Context: an optimization exercise on an open-source flow, tuned for small area, a short achievable clock period and few clock cycles per item. The choices shown serve that exercise and are no tape-out recipe.
In this exercise RTL edits were held to simulation tests only and were not proved equivalent to the original.

## trial_division_prime_factorizer_unit
module trial_division_prime_factorizer_unit #(
	parameter int MAX_DIVISOR = 1048576
) (
	input  logic                         clk,
	input  logic                         arst_n,
	input  logic                         s_tvalid,
	output logic                         s_tready,
	input  logic [tdpf_pkg::NUM_W-1:0]   s_tdata,   
	output logic                         m_tvalid,
	input  logic                         m_tready,
	output logic [tdpf_pkg::TDATA_W-1:0] m_tdata,   
	output logic [tdpf_pkg::STATUS_W-1:0] m_tuser,  
	output logic                         m_tlast,
	input  logic                         cfg_valid,
	output logic                         cfg_ready,
	input  logic [tdpf_pkg::CFG_W-1:0]   cfg_data   
);
export LEC_CHECK = 0
export CAP_MARGIN = 20
export CORE_MARGIN = 2
export CORE_UTILIZATION = 60
export SETUP_SLACK_MARGIN = 1.3
export SLEW_MARGIN = 20
create_clock -name core_clock -period 6.0 [get_ports {clk}]
run.sh (not shown) runs the stock make flow with config.mk's settings and CLKGATE_MAP_FILE= SYNTH_SCRIPT=/design/flow/synth_recipe.tcl, a recipe that flattens the netlist after the stock synthesis.
The first run completed without violations.
Testbench counts at the start, summed over its fixed seeds: cycles 52,381, items 320.
Edit:
- CORE_UTILIZATION: 60 -> 55
- SETUP_SLACK_MARGIN: 1.3 -> 1.2
Result: The new run completed with no timing, DRC or antenna violations. Cell count rose by 1.1%. Synthesized cell count stays the same. Count of clock-buffer cells in the layout falls by 8. Via count goes down by 1.5%. Synthesized area stays the same. Global-route usage fell by 2.6 points. Routed wire length goes up by 0.97%.

---

rev 12:
trial_division_prime_factorizer_unit, a different RTL version from the one above (not shown whole).
For scale: roughly 5400 cells after synthesis, ~180 I/O pins, about 0.055 mm^2 of cells after synthesis.
==> flow/config.mk <==
export PLATFORM = sky130hd
export DESIGN_NAME = trial_division_prime_factorizer_unit
export DESIGN_NICKNAME = trial_division_prime_factorizer_unit
export VERILOG_FILES = /design/flow/design.v
export SDC_FILE = /design/flow/constraint.sdc
export NUM_CORES = 4
export LEC_CHECK = 0
export CAP_MARGIN = 20
export CORE_MARGIN = 2
export CORE_UTILIZATION = 40
export SETUP_SLACK_MARGIN = 1.5
export SLEW_MARGIN = 20
==> flow/constraint.sdc <==
create_clock -name core_clock -period 6.0 [get_ports {clk}]
set_input_delay 1.2000 -clock core_clock [delete_from_list [all_inputs] [get_ports {clk}]]
set_output_delay 1.2000 -clock core_clock [all_outputs]
set_load 0.01 [all_outputs]
Testbench counts of rev 12, summed over its fixed seeds: cycles 61,660, items 320.
Input changes introduced in rev 13 (baseline for comparison: rev 12):
- SETUP_SLACK_MARGIN now 0.8, was 1.5
## What came out
- The global-route wire length before repair in rev 13 sits 3.7% below the value recorded for rev 12.
- Termination of the worst setup path = l_q[1]: rev 13; termination of the worst setup path = bds_q[1]: rev 12
- Rev 12 → rev 13: fill cell total of the finished layout has increased; via density per instance has decreased; buffer count excluding the clock tree in the final layout has decreased.

---

trial_division_prime_factorizer_unit, a different RTL version from the one above (not shown whole).
Size in the first run: roughly 840 flip-flops, ~180 I/O pins, ~58000 um^2 of cells after synthesis.
clock: 6.0 ns
lec_check: 0
cap_margin: 20
core_margin: 2
core_utilization: 60
setup_slack_margin: 1.3
slew_margin: 20
The starting point ran to the end with no violations.
Testbench counts at the start, summed over its fixed seeds: cycles 53,202, items 320.
Next try:
- CORE_UTILIZATION: 60 -> 55
- SETUP_SLACK_MARGIN: 1.3 -> 1.2
Result:
- count of clock-buffer cells in the layout rose by 14
- area after synthesis does not change
- design area came out lower slightly
- routed wire length is about the same

---

P:
trial_division_prime_factorizer_unit, a different RTL version from the one above (not shown whole).
Size in the first run: about 4400 cells after synthesis, roughly 740 flip-flops, about 180 I/O pins, about 46000 um^2 of cells after synthesis.
make LEC_CHECK=0 CAP_MARGIN=20 CORE_MARGIN=2 CORE_UTILIZATION=40 SETUP_SLACK_MARGIN=3.5 SLEW_MARGIN=20 finish   # period 6.0 ns
P completed end to end with timing, DRC and antenna clean.
Testbench counts of P, summed over its fixed seeds: cycles 89,953, items 320.
Input changes introduced in Q (baseline for comparison: P):
Settings: a change of SETUP_SLACK_MARGIN from 3.5 to 2.5.
==> notes.md <==
In the metrics for P and Q, the one carrying the lower number of buffers and inverters on the critical path is P. Post-place setup slack (lower): Q. Of P and Q, P shows the higher slew at the pin with the worst max-slew slack, with Q below it. The multi-input logic cell count on Q is in line with that on P. P reports its critical path launch point as cin_q[1]$_SDFF_PP0_ while Q reports cin_q[2]$_SDFF_PP0_. Taking P as the reference, in Q net count of the finished layout decreased 4.3%, synthesized area per cell held.

## re-timing with driven ports
How much do the figures lean on ideal ports? The routed layouts below were timed once more, with nothing changed but the port constraints.
Step 1, drivers: a clkbuf_16 drives clk and a buf_2 each remaining input, both assumed.
Step 2 also shifts input and output timing later by t, the mid clock arrival at the registers, as if the neighbouring blocks saw the same clock.
a / b / c = no drivers / after step 1 / after step 2; a / b = the first two.
run	shift t [ns]	setup slack, ns	worst setup path at the end	worst register clock-pin slew, ns	pins driven straight from the clock port
the first run of note 1	0.768	1.137 / 1.137 / 1.137	register to register	0.07 / 0.07	1
the second run of note 1	0.769	1.143 / 1.062 / 1.148	register to register	0.07 / 0.07	1
rev 12	0.805	1.114 / 1.114 / 1.114	register to register	0.07 / 0.07	1
rev 13	0.804	0.857 / 0.857 / 0.857	register to register	0.07 / 0.07	1
the first run of note 3	0.760	1.132 / 1.132 / 1.132	register to register	0.07 / 0.07	1
the second run of note 3	0.752	1.175 / 1.107 / 1.221	register to register	0.07 / 0.07	1
P	0.740	1.370 / 1.370 / 1.370	register to register	0.07 / 0.07	1
Q	0.734	1.461 / 1.461 / 1.461	register to register	0.06 / 0.06	1
After both steps every run listed still meets setup and hold.
